From an optimization exercise on the open Yosys and OpenROAD flow, aimed at small area, a short achievable clock period and few clock cycles per item; shortcuts taken in it are not production practice.
RTL that was checked went through simulation tests only; none was proved equivalent to the original.
No driver is modelled on the clock port, so clock power and skew are understated where the tree is cut down; a real chip needs a root buffer or a tree.
No activity file was given, so power comes from the tool's default toggle rates.

## wr_req_merge_top
module wr_req_merge_top (
  input  wire                                        clk,
  input  wire                                        rst_n,
  input  wire [5-1:0]                    req_en,
  input  wire [5*32-1:0] req_data,
  output logic [5-1:0]                   req_avail_in,
  input  wire                                        avail_out,
  output logic                                       out_en,
  output logic [32-1:0]              out_data
);
For scale: about 730 flip-flops, ~210 I/O pins, about 26000 um^2 of cells after synthesis.
Settings: LEC_CHECK=0, ABC_CLOCK_PERIOD_IN_PS=1500, CAP_MARGIN=20, CORE_MARGIN=2, CORE_UTILIZATION=70, SETUP_SLACK_MARGIN=3.5, SLEW_MARGIN=20; clock period 5.5 ns.
standard.sh (not shown) runs the stock make flow with config.mk's settings and CLKGATE_MAP_FILE= SYNTH_SCRIPT=/design/flow/synth_recipe.tcl, a recipe that flattens the netlist after the stock synthesis.
==> flow/flow/run.sh <==
#!/bin/bash
set -euo pipefail
here=$(cd "$(dirname "${BASH_SOURCE[0]}")" && pwd)
export CTS_ARGS="-sink_clustering_enable -repair_clock_nets -dont_use_dummy_load -sink_clustering_size 30 -sink_clustering_max_diameter 60 -buf_list sky130_fd_sc_hd__clkbuf_16"
export POST_CTS_TCL="$here/collapse_root.tcl"
export BUFFER_PORTS_ARGS="-buffer_cell sky130_fd_sc_hd__buf_1"
bash standard.sh > standard_flow.log 2>&1
==> flow/flow/collapse_root.tcl <==
set block [ord::get_db_block]
set clk_net [[$block findBTerm clk] getNet]
set loads {}
foreach it [$clk_net getITerms] {
  if {[[$it getMTerm] getIoType] eq "INPUT"} { lappend loads $it }
}
if {[llength $loads] == 1} {
  set root [[lindex $loads 0] getInst]
  set root_net ""
  foreach it [$root getITerms] {
    if {[[$it getMTerm] getIoType] eq "OUTPUT"} { set root_net [$it getNet] }
  }
  set outs {}
  foreach it [$root_net getITerms] {
    if {[[$it getMTerm] getIoType] eq "INPUT"} { lappend outs $it }
  }
  if {[string match *clkbuf* [[$root getMaster] getName]] && [llength $outs] <= 4} {
    puts "collapse_root: [$root getName] drove [llength $outs] cells; the clock port drives them now"
    foreach it $outs {
      $it disconnect
      $it connect $clk_net
    }
    odb::dbInst_destroy $root
    odb::dbNet_destroy $root_net
  } else {
    puts "collapse_root: root [$root getName] drives [llength $outs] cells; tree kept"
  }
}
Testbench counts at the start, summed over its fixed seeds: cycles 11,814, items 9,752.
==> next run, changes <==
- ABC_CLOCK_PERIOD_IN_PS: 1500 -> default
- SETUP_SLACK_MARGIN: 3.5 -> 3.8
Sequential cell count stays the same.
Cell area grows by 9.7%.
Core utilization grows by 7.6 points.
Sequential share of layout area shrinks by 6.4 points.
Setup slack is worse by 0.017 ns.
Cell count grows by 7.9%.
Total power grows by about 5.6%.
Clock-buffer cell count grows by 1.
Clock skew shrinks by 0.015 ns.
==> next run, changes <==
- CAP_MARGIN: 20 -> 5
- SETUP_SLACK_MARGIN: 3.8 -> 3.5
- SLEW_MARGIN: 20 -> 5
The new run produced a clean layout.
Final area went down by a little under a tenth.
Setup slack improved by 0.017 ns.
Die area is unchanged.
Final cell count is lower by a little under a tenth.
==> next run, changes <==
--- a/flow/flow/run.sh
+++ b/flow/flow/run.sh
@@ -1,3 +1,12 @@
 #!/bin/bash
+# The standard layout (standard.sh, unchanged synthesis), with three
+# changes to how the layout is made:
+# - ports are buffered with buf_1 cells (repair sizes them up where timing
+#   needs it) instead of the larger default buffer;
+# - outbuf_pull.tcl, run before detailed placement, puts each output
+#   port's buffer next to the register that drives it;
+# - the flow settings in config.mk.
+# Each ORFS step writes its full log under orfs/logs; make's own output goes
+# to standard_flow.log here.
 set -euo pipefail
 here=$(cd "$(dirname "${BASH_SOURCE[0]}")" && pwd)
@@ -5,3 +14,4 @@
 export POST_CTS_TCL="$here/collapse_root.tcl"
 export BUFFER_PORTS_ARGS="-buffer_cell sky130_fd_sc_hd__buf_1"
+export PRE_DETAIL_PLACE_TCL="$here/outbuf_pull.tcl"
 bash standard.sh > standard_flow.log 2>&1
==> flow/flow/outbuf_pull.tcl (new file) <==
# Before detailed placement: move each output port's buffer next to the
# register that drives it, so that the strong port buffer, not the register,
# drives the wire to the pin. Detailed placement then makes the placement
# legal.
set block [ord::get_db_block]
set moved 0
foreach bt [$block getBTerms] {
  if {[$bt getIoType] ne "OUTPUT"} continue
  set buf ""
  foreach it [[$bt getNet] getITerms] {
    if {[[$it getMTerm] getIoType] eq "OUTPUT"} { set buf [$it getInst] }
  }
  if {$buf eq ""} continue
  set n2 ""
  foreach it [$buf getITerms] {
    if {[[$it getMTerm] getIoType] eq "INPUT" && [[$it getMTerm] getSigType] eq "SIGNAL"} { set n2 [$it getNet] }
  }
  if {$n2 eq ""} continue
  set ff ""
  set loads 0
  foreach it [$n2 getITerms] {
    if {[[$it getMTerm] getIoType] eq "OUTPUT"} { set ff [$it getInst] } else { incr loads }
  }
  if {$ff eq "" || $loads != 1 || ![[$ff getMaster] isSequential]} continue
  set loc [$ff getLocation]
  $buf setLocation [expr {[lindex $loc 0] + [[$ff getMaster] getWidth]}] [lindex $loc 1]
  incr moved
}
puts "outbuf_pull: moved $moved output buffers next to their registers"
- ABC_AREA: default -> 1
- CAP_MARGIN: 5 -> 20
- SETUP_SLACK_MARGIN: 3.5 -> 3.55
- SLEW_MARGIN: 5 -> 20
Result:
- The new run produced a clean layout
- clock skew falls by 0.034 ns
- global-route usage goes down by 5.7 points
- power is lower by 6.5%
- via count goes up by 6.6%
- die area is higher by 1.7%
- non-clock buffer count rose by 64
==> next run, changes <==
==> flow/flow/run.sh (replaced) <==
#!/bin/bash
set -euo pipefail
here=$(cd "$(dirname "${BASH_SOURCE[0]}")" && pwd)
export CTS_ARGS="-sink_clustering_enable -repair_clock_nets -dont_use_dummy_load -sink_clustering_size 30 -sink_clustering_max_diameter 60 -buf_list sky130_fd_sc_hd__clkbuf_16"
export POST_CTS_TCL="$here/collapse_root.tcl"
export BUFFER_PORTS_ARGS="-buffer_cell sky130_fd_sc_hd__buf_1"
bash standard.sh > standard_flow.log 2>&1
- ABC_AREA: 1 -> default
- GPL_ROUTABILITY_DRIVEN: default -> 0
- SETUP_SLACK_MARGIN: 3.55 -> 3.5
removed: flow/flow/outbuf_pull.tcl
Clock power came out lower by about 2%; global-route usage came out higher by 5.7 points; via count came out lower by 6.2%; routed wire length came out higher by 11%; design area came out lower by 7.2%; worst hold slack gains 0.022 ns.


Another version of the RTL of wr_req_merge_top (not shown whole).
Size in the first run: ~1,500 cells after synthesis, roughly 210 I/O pins.
export LEC_CHECK = 0
export CAP_MARGIN = 20
export CORE_MARGIN = 2
export CORE_UTILIZATION = 70
export SETUP_SLACK_MARGIN = 3.5
export SLEW_MARGIN = 20
create_clock -name core_clock -period 5.5 [get_ports {clk}]
==> flow/flow/run.sh <==
#!/bin/bash
set -euo pipefail
here=$(cd "$(dirname "${BASH_SOURCE[0]}")" && pwd)
export CTS_ARGS="-sink_clustering_enable -repair_clock_nets -dont_use_dummy_load -sink_clustering_size 30 -sink_clustering_max_diameter 60 -buf_list sky130_fd_sc_hd__clkbuf_16"
export POST_CTS_TCL="$here/collapse_root.tcl"
export BUFFER_PORTS_ARGS="-buffer_cell sky130_fd_sc_hd__buf_2"
bash standard.sh > standard_flow.log 2>&1
Scripts as last shown in full above: flow/flow/collapse_root.tcl
==> next run, changes <==
--- a/flow/config.mk
+++ b/flow/config.mk
@@ -9,4 +9,4 @@
 export CORE_MARGIN = 2
 export CORE_UTILIZATION = 70
-export SETUP_SLACK_MARGIN = 3.5
+export SETUP_SLACK_MARGIN = 3.3
 export SLEW_MARGIN = 20
The changed run produced a clean layout.
Non-clock buffer count came out lower by 20.
Wire length came out lower by 0.90%.
Critical path depth does not change.
Total power came out higher by 0.36%.
Flip-flop and latch count does not change.
Combinational power came out lower by about 3%.
First-iteration DRC count came out higher by 1.9%.
Sequential power hardly moves.
Cell area came out lower by 1.6%.
Clock power came out higher by about 1%.
No functional check of the RTL was part of any run of this note.


wr_req_merge_top, a different RTL version from the one above (not shown whole).
Size: ~1600 cells after synthesis.
==> flow/config.mk <==
export PLATFORM = sky130hd
export DESIGN_NAME = wr_req_merge_top
export DESIGN_NICKNAME = wr_req_merge_top
export VERILOG_FILES = /design/flow/design.v
export SDC_FILE = /design/flow/constraint.sdc
export NUM_CORES = 4
export LEC_CHECK = 0
export CAP_MARGIN = 20
export CORE_MARGIN = 2
export CORE_UTILIZATION = 70
export SETUP_SLACK_MARGIN = 3.5
export SLEW_MARGIN = 20
==> flow/constraint.sdc <==
create_clock -name core_clock -period 5.5 [get_ports {clk}]
set_input_delay 1.1000 -clock core_clock [delete_from_list [all_inputs] [get_ports {clk}]]
set_output_delay 1.1000 -clock core_clock [all_outputs]
set_load 0.01 [all_outputs]
Scripts as last shown in full above: flow/flow/run.sh, flow/flow/collapse_root.tcl
Rerun with:
--- a/flow/flow/run.sh
+++ b/flow/flow/run.sh
@@ -6,2 +6,3 @@
 export BUFFER_PORTS_ARGS="-buffer_cell sky130_fd_sc_hd__buf_2"
+export PRE_DETAIL_PLACE_TCL="$here/io_pull.tcl"
 bash standard.sh > standard_flow.log 2>&1
==> flow/flow/io_pull.tcl (new file) <==
# Before detailed placement: put each output port's buffer at its pin and the
# register that drives it (when the buffer is that register's only load) right
# beside it, so the register-to-port paths carry no long wire. Detailed
# placement then makes the placement legal.
set block [ord::get_db_block]
set core [$block getCoreArea]
proc io_pull_clamp {v lo hi} { expr {$v < $lo ? $lo : ($v > $hi ? $hi : $v)} }
set moved 0
foreach bt [$block getBTerms] {
  if {[$bt getIoType] ne "OUTPUT"} continue
  set net [$bt getNet]
  set buf ""
  foreach it [$net getITerms] {
    if {[[$it getMTerm] getIoType] eq "OUTPUT"} { set buf [$it getInst] }
  }
  if {$buf eq ""} continue
  set n2 ""
  foreach it [$buf getITerms] {
    if {[[$it getMTerm] getIoType] eq "INPUT" && [[$it getMTerm] getSigType] eq "SIGNAL"} { set n2 [$it getNet] }
  }
  if {$n2 eq ""} continue
  set ff ""
  set loads 0
  foreach it [$n2 getITerms] {
    if {[[$it getMTerm] getIoType] eq "OUTPUT"} { set ff [$it getInst] } else { incr loads }
  }
  if {$ff eq "" || $loads != 1 || ![[$ff getMaster] isSequential]} continue
  set bb [$bt getBBox]
  set px [expr {([$bb xMin] + [$bb xMax]) / 2}]
  set py [expr {([$bb yMin] + [$bb yMax]) / 2}]
  set x [io_pull_clamp $px [$core xMin] [expr {[$core xMax] - [[$buf getMaster] getWidth]}]]
  set y [io_pull_clamp $py [$core yMin] [expr {[$core yMax] - [[$buf getMaster] getHeight]}]]
  $buf setLocation $x $y
  # The register goes one row further in from the pin.
  set fx [io_pull_clamp $px [$core xMin] [expr {[$core xMax] - [[$ff getMaster] getWidth]}]]
  set fy [io_pull_clamp $py [$core yMin] [expr {[$core yMax] - [[$ff getMaster] getHeight]}]]
  if {$px <= [$core xMin]} { set fx [expr {$x + [[$buf getMaster] getWidth]}] }
  if {$px >= [$core xMax]} { set fx [expr {$x - [[$ff getMaster] getWidth]}] }
  if {$py <= [$core yMin]} { set fy [expr {$y + [[$buf getMaster] getHeight]}] }
  if {$py >= [$core yMax]} { set fy [expr {$y - [[$ff getMaster] getHeight]}] }
  $ff setLocation $fx $fy
  incr moved
}
puts "io_pull: moved $moved output registers and their port buffers to the pins"
The new run ran to the end with no violations.
Clock power barely changes.
Non-clock buffer count grows by 28.
Critical path depth grows by 1.
Final area grows by 0.70%.
Setup slack is better by 23 ps.
Wire length grows by 0.62%.
First-iteration DRC count shrinks by 2.5%.
Total power stays flat.
No functional check of the RTL was part of any run of this note.


== garnet ==
The RTL this note starts from:
==> flow/design.v <==
`timescale 1ns/10ps
`default_nettype none
module wr_req_merge_top (
  input  wire                                        clk,
  input  wire                                        rst_n,
  input  wire [5-1:0]                    req_en,
  input  wire [5*32-1:0] req_data,
  output logic [5-1:0]                   req_avail_in,
  input  wire                                        avail_out,
  output logic                                       out_en,
  output logic [32-1:0]              out_data
);
  localparam int P = 5;
  localparam int DW = 32;
  localparam int BL = 4;
  logic [DW-1:0] slot [0:P*BL-1];
  logic [P*3-1:0] cnt;        
  logic [P*2-1:0] wp;         
  logic [P*BL-1:0] le;        
  logic [P-1:0] we;
  logic [P-1:0] full;
  logic av_r;
  logic active;               
  logic [P-1:0] cur;          
  logic [BL-1:0] widx;        
  logic [P*BL-1:0] sel;       
  logic [P-1:0] nxt;          
  logic nv;
  logic [P-1:0] rr;           
  logic [P-1:0] cand;
  logic [P-1:0] pick;
  logic any;
  logic [P-1:0] almost;       
  logic [P-1:0] cand_idle;
  logic [P-1:0] pick_idle;
  logic send;
  logic last;
  logic load;
  assign cand = full & ~(cur & {P{active}}) & ~(nxt & {P{nv}});
  assign any = |cand;
  assign cand_idle = full | (almost & req_en);
  always_comb begin
    pick_idle = '0;
    for (int i = P - 1; i >= 0; i--) begin
      if (cand_idle[i]) begin
        pick_idle = '0;
        pick_idle[i] = 1'b1;
      end
    end
  end
  always_comb begin
    logic found;
    pick = '0;
    found = 1'b0;
    for (int k = 0; k < P; k++) begin
      for (int i = 0; i < P; i++) begin
        if (rr[k] && !found && cand[(k + i) % P]) begin
          pick[(k + i) % P] = 1'b1;
          found = 1'b1;
        end
      end
    end
  end
  assign send = av_r && active;
  assign last = send && widx[BL-1];
  assign load = last || !active;
  for (genvar i = 0; i < P; i++) begin : gen_sel
    assign sel[BL*i +: BL] = widx & {BL{cur[i]}};
  end
  always_ff @(posedge clk or negedge rst_n) begin
    if (!rst_n) begin
      av_r <= 1'b0;
      active <= 1'b0;
      cur <= '0;
      widx <= BL'(1);
      nxt <= '0;
      nv <= 1'b0;
      rr <= P'(1);
      out_en <= 1'b0;
    end else begin
      av_r <= avail_out;
      out_en <= send;
      if (!active) begin
        cur <= pick_idle;
        active <= |cand_idle;
        widx <= BL'(1);
      end else if (last) begin
        cur <= nv ? nxt : pick;
        active <= nv || any;
        widx <= BL'(1);
      end else if (send) begin
        widx <= {widx[BL-2:0], widx[BL-1]};
      end
      if (!load && !nv) begin
        nxt <= pick;
        nv <= any;
      end else if (load) begin
        nv <= 1'b0;
      end
      if (active && !nv && any) begin
        rr <= {pick[P-2:0], pick[P-1]};
      end
    end
  end
  for (genvar i = 0; i < P; i++) begin : gen_client
    logic [1:0] wpi;
    logic [1:0] wpx;
    logic [2:0] ci;
    logic rdi;
    logic fulln;
    assign wpi = wp[2*i +: 2];
    assign ci = cnt[3*i +: 3];
    assign we[i] = req_en[i];
    assign rdi = send && cur[i];
    assign wpx = wpi + {1'b0, we[i]};
    assign fulln = !rdi && (we[i] ? (ci == 3'd3) : ci[2]);
    assign full[i] = ci[2];
    assign almost[i] = (ci == 3'd3);
    for (genvar j = 0; j < BL; j++) begin : gen_le
      assign le[BL*i+j] = (wpi == 2'(j)) && !ci[2];
    end
    for (genvar j = 0; j < BL; j++) begin : gen_slot
      always_ff @(posedge clk) begin
        if (le[BL*i+j]) begin
          slot[BL*i+j] <= req_data[DW*i +: DW];
        end
      end
    end
    always_ff @(posedge clk or negedge rst_n) begin
      if (!rst_n) begin
        cnt[3*i +: 3] <= '0;
        wp[2*i +: 2] <= '0;
        req_avail_in[i] <= 1'b0;
      end else begin
        if (we[i] && !rdi) begin
          cnt[3*i +: 3] <= ci + 3'd1;
        end else if (rdi && !we[i]) begin
          cnt[3*i +: 3] <= ci - 3'd1;
        end
        wp[2*i +: 2] <= wpx;
        req_avail_in[i] <= !fulln;
      end
    end
  end
  always_ff @(posedge clk) begin
    logic [DW-1:0] d;
    d = '0;
    for (int k = 0; k < P*BL; k++) begin
      d = d | (slot[k] & {DW{sel[k]}});
    end
    out_data <= d;
  end
endmodule
`default_nettype wire
export LEC_CHECK = 0
export CAP_MARGIN = 20
export CORE_MARGIN = 2
export CORE_UTILIZATION = 70
export PLACE_DENSITY = 0.8
export SETUP_SLACK_MARGIN = 3.5
export SLEW_MARGIN = 20
create_clock -name core_clock -period 5.5 [get_ports {clk}]
==> flow/flow/run.sh <==
#!/bin/bash
set -euo pipefail
here=$(cd "$(dirname "${BASH_SOURCE[0]}")" && pwd)
export CTS_ARGS="-sink_clustering_enable -repair_clock_nets -dont_use_dummy_load -sink_clustering_size 30 -sink_clustering_max_diameter 60 -buf_list sky130_fd_sc_hd__clkbuf_16"
export POST_CTS_TCL="$here/collapse_root.tcl"
export BUFFER_PORTS_ARGS="-buffer_cell sky130_fd_sc_hd__buf_1"
bash standard.sh > standard_flow.log 2>&1
Scripts as last shown in full above: flow/flow/collapse_root.tcl
garnet finished end to end and its layout was clean on timing, DRC and antenna.
Testbench counts of garnet, summed over its fixed seeds: cycles 11,814, items 9,752.
The inputs of indigo differ from those of garnet as listed below.
- PLACE_DENSITY removed (was 0.8)
- SETUP_SLACK_MARGIN changed from 3.5 to 3.6
==> notes.md <==
Delta (indigo minus garnet): design area picked up an extra about 2.5%, power share of the combinational group rose 0.7 points, total detailed-routing wirelength increased by 5700 um relative to the old numbers.
indigo finished every stage and its layout cleared the timing, design-rule and antenna checks.
[inputs] pepper vs indigo
- SETUP_SLACK_MARGIN changed from 3.6 to 3.5
-- flow/flow/run.sh --
<<< indigo, line 7
>>> pepper, line 7
export PRE_DETAIL_PLACE_TCL="$here/io_pull.tcl"
==> flow/flow/io_pull.tcl (new file) <==
# Before detailed placement: put each output port's buffer at its pin and the
# register that drives it (when the buffer is that register's only load) right
# beside it, so the register-to-port paths carry no long wire. Detailed
# placement then makes the placement legal.
set block [ord::get_db_block]
set core [$block getCoreArea]
proc io_pull_clamp {v lo hi} { expr {$v < $lo ? $lo : ($v > $hi ? $hi : $v)} }
set moved 0
foreach bt [$block getBTerms] {
  if {[$bt getIoType] ne "OUTPUT"} continue
  set net [$bt getNet]
  set buf ""
  foreach it [$net getITerms] {
    if {[[$it getMTerm] getIoType] eq "OUTPUT"} { set buf [$it getInst] }
  }
  if {$buf eq ""} continue
  set n2 ""
  foreach it [$buf getITerms] {
    if {[[$it getMTerm] getIoType] eq "INPUT" && [[$it getMTerm] getSigType] eq "SIGNAL"} { set n2 [$it getNet] }
  }
  if {$n2 eq ""} continue
  set ff ""
  set loads 0
  foreach it [$n2 getITerms] {
    if {[[$it getMTerm] getIoType] eq "OUTPUT"} { set ff [$it getInst] } else { incr loads }
  }
  if {$ff eq "" || $loads != 1 || ![[$ff getMaster] isSequential]} continue
  set bb [$bt getBBox]
  set px [expr {([$bb xMin] + [$bb xMax]) / 2}]
  set py [expr {([$bb yMin] + [$bb yMax]) / 2}]
  set x [io_pull_clamp $px [$core xMin] [expr {[$core xMax] - [[$buf getMaster] getWidth]}]]
  set y [io_pull_clamp $py [$core yMin] [expr {[$core yMax] - [[$buf getMaster] getHeight]}]]
  $buf setLocation $x $y
  # The register goes one row further in from the pin.
  set fx [io_pull_clamp $px [$core xMin] [expr {[$core xMax] - [[$ff getMaster] getWidth]}]]
  set fy [io_pull_clamp $py [$core yMin] [expr {[$core yMax] - [[$ff getMaster] getHeight]}]]
  if {$px <= [$core xMin]} { set fx [expr {$x + [[$buf getMaster] getWidth]}] }
  if {$px >= [$core xMax]} { set fx [expr {$x - [[$ff getMaster] getWidth]}] }
  if {$py <= [$core yMin]} { set fy [expr {$y + [[$buf getMaster] getHeight]}] }
  if {$py >= [$core yMax]} { set fy [expr {$y - [[$ff getMaster] getHeight]}] }
  $ff setLocation $fx $fy
  incr moved
}
puts "io_pull: moved $moved output registers and their port buffers to the pins"
### Flow results
pepper closes out successfully: all stages finished, all timing, DRC and antenna checks passed.
Relative to indigo, total net switching power has gone down in pepper.
pepper ends up with a met2 layer usage reported by global route that is 0.92 points higher than in indigo.
Re die span in y: no difference whatsoever between pepper and indigo.
A class of the most critical setup path of reg2reg is what pepper shows, while reg2out belongs to indigo.
Compared with indigo, in pepper clock power dropped about 3%, multi-input combinational cell area went down by 4.1%.
Fmax on pepper is behind indigo.
pepper vs indigo — time the worst path needs with I/O delays and setup rose 36 ps.
Detailed-route wire length down 1700 um in pepper wrt indigo
Comparing largest fanout of any net on the critical path for pepper and indigo, the smaller number came from indigo.
Across both runs, wire length on met3 was lower for pepper than for indigo.
diff inputs: pepper => tundra
- a change of SETUP_SLACK_MARGIN from 3.5 to 3.45
-- flow/flow/run.sh --
<<< pepper, line 7
export PRE_DETAIL_PLACE_TCL="$here/io_pull.tcl"
>>> tundra, line 7
removed: flow/flow/io_pull.tcl
- Sequential share of layout area up 0.43 points in tundra wrt pepper
- | wire length of the first global-routing pass | higher: pepper |
- Initial cell density of the core across tundra and pepper: no real change.
- Routability congestion estimate from global placement was higher in the run labelled tundra.
- Diff pepper -> tundra: maximum achievable frequency fell 3.7 MHz, wire length fell 3900 um, non-clock buffer instance count of the final layout fell 7.0%.
Inputs modified between tundra and quartz:
- SETUP_SLACK_MARGIN now 3.5, was 3.45
-- flow/flow/run.sh --
<<< tundra, line 4
export CTS_ARGS="-sink_clustering_enable -repair_clock_nets -dont_use_dummy_load -sink_clustering_size 30 -sink_clustering_max_diameter 60 -buf_list sky130_fd_sc_hd__clkbuf_16"
>>> quartz, line 4
export CTS_ARGS="-sink_clustering_enable -repair_clock_nets -dont_use_dummy_load -sink_clustering_size 25 -sink_clustering_max_diameter 50 -buf_list sky130_fd_sc_hd__clkbuf_16"
Findings:
- On number of max-slew violations in the final report, tundra tracks quartz almost exactly.
- Comparing quartz and tundra, the higher clock share of power is on quartz.
- Summary — maximum fanout along the worst path, quartz relative to tundra: lower, by 24.
The following lists how cedar was set up differently from quartz:
-- flow/flow/run.sh --
<<< quartz, line 4
export CTS_ARGS="-sink_clustering_enable -repair_clock_nets -dont_use_dummy_load -sink_clustering_size 25 -sink_clustering_max_diameter 50 -buf_list sky130_fd_sc_hd__clkbuf_16"
>>> cedar, line 4
export CTS_ARGS="-sink_clustering_enable -repair_clock_nets -dont_use_dummy_load -sink_clustering_size 30 -sink_clustering_max_diameter 60 -buf_list sky130_fd_sc_hd__clkbuf_16"
### Flow results
In the flow results for cedar and quartz, the count of clock-buffer cells in the layout is larger on quartz. The power dissipated in combinational cells was comparable across cedar and quartz. Capture point of the worst path = req_avail_in[4]: quartz; capture point of the worst path = out_data[23]: cedar. Via count of the routed design: cedar vs quartz — no meaningful difference. Taking quartz as the reference, in cedar final wirelength went down by 0.67%; synthesis-to-finish area growth went down by 1.1 points. Smallest hold slack: cedar better than quartz.

separate check: timing with driven ports:
The results above use ideal ports. As a check the final layouts listed here were re-extracted and re-timed, cells and wires unchanged. Step 1, drivers: a clkbuf_16 drives clk and a buf_2 each remaining input, both assumed. Step 2 also shifts input and output timing later by t, the mid clock arrival at the registers, as if the neighbouring blocks saw the same clock. Slacks: no drivers / after step 1 / after step 2; pairs: no drivers / after step 1.
run	t (ns)	setup WS [ns]	clock arrival spread, ns	worst data-port slew with drivers (ns)	pins driven straight from the clock port
the first run of note 1	0.494	3.516 / 3.393 / 3.148	0.078 / 0.077	0.11	4
the second run of note 1	0.502	3.498 / 3.372 / 3.171	0.062 / 0.063	0.12	4
the third run of note 1	0.494	3.516 / 3.393 / 3.148	0.078 / 0.077	0.11	4
the fourth run of note 1	0.488	2.953 / 2.954 / 2.954	0.046 / 0.046	0.11	4
the fifth run of note 1	0.494	3.516 / 3.393 / 3.148	0.078 / 0.077	0.11	4
the first run of note 2	0.496	3.300 / 3.356 / 2.883	0.062 / 0.062	0.10	4
the second run of note 2	0.497	3.308 / 3.367 / 2.884	0.054 / 0.055	0.12	4
the first run of note 3	0.499	3.387 / 3.306 / 3.073	0.052 / 0.053	0.10	4
the second run of note 3	0.504	3.410 / 3.349 / 3.005	0.043 / 0.043	0.10	4
garnet	0.483	3.510 / 3.406 / 3.152	0.060 / 0.060	0.10	4
indigo	0.500	3.494 / 3.376 / 3.213	0.078 / 0.077	0.11	4
pepper	0.496	3.457 / 3.383 / 3.142	0.066 / 0.066	0.10	4
tundra	0.490	3.442 / 3.398 / 3.116	0.072 / 0.072	0.11	4
quartz	0.502	3.483 / 3.360 / 3.125	0.075 / 0.075	0.10	4
cedar	0.494	3.516 / 3.393 / 3.148	0.078 / 0.077	0.11	4
After both steps every run listed still meets setup and hold. For the second run of note 2, which loses most, drivers alone change the setup slack by +0.059 ns; drivers and shift together by -0.424 ns.
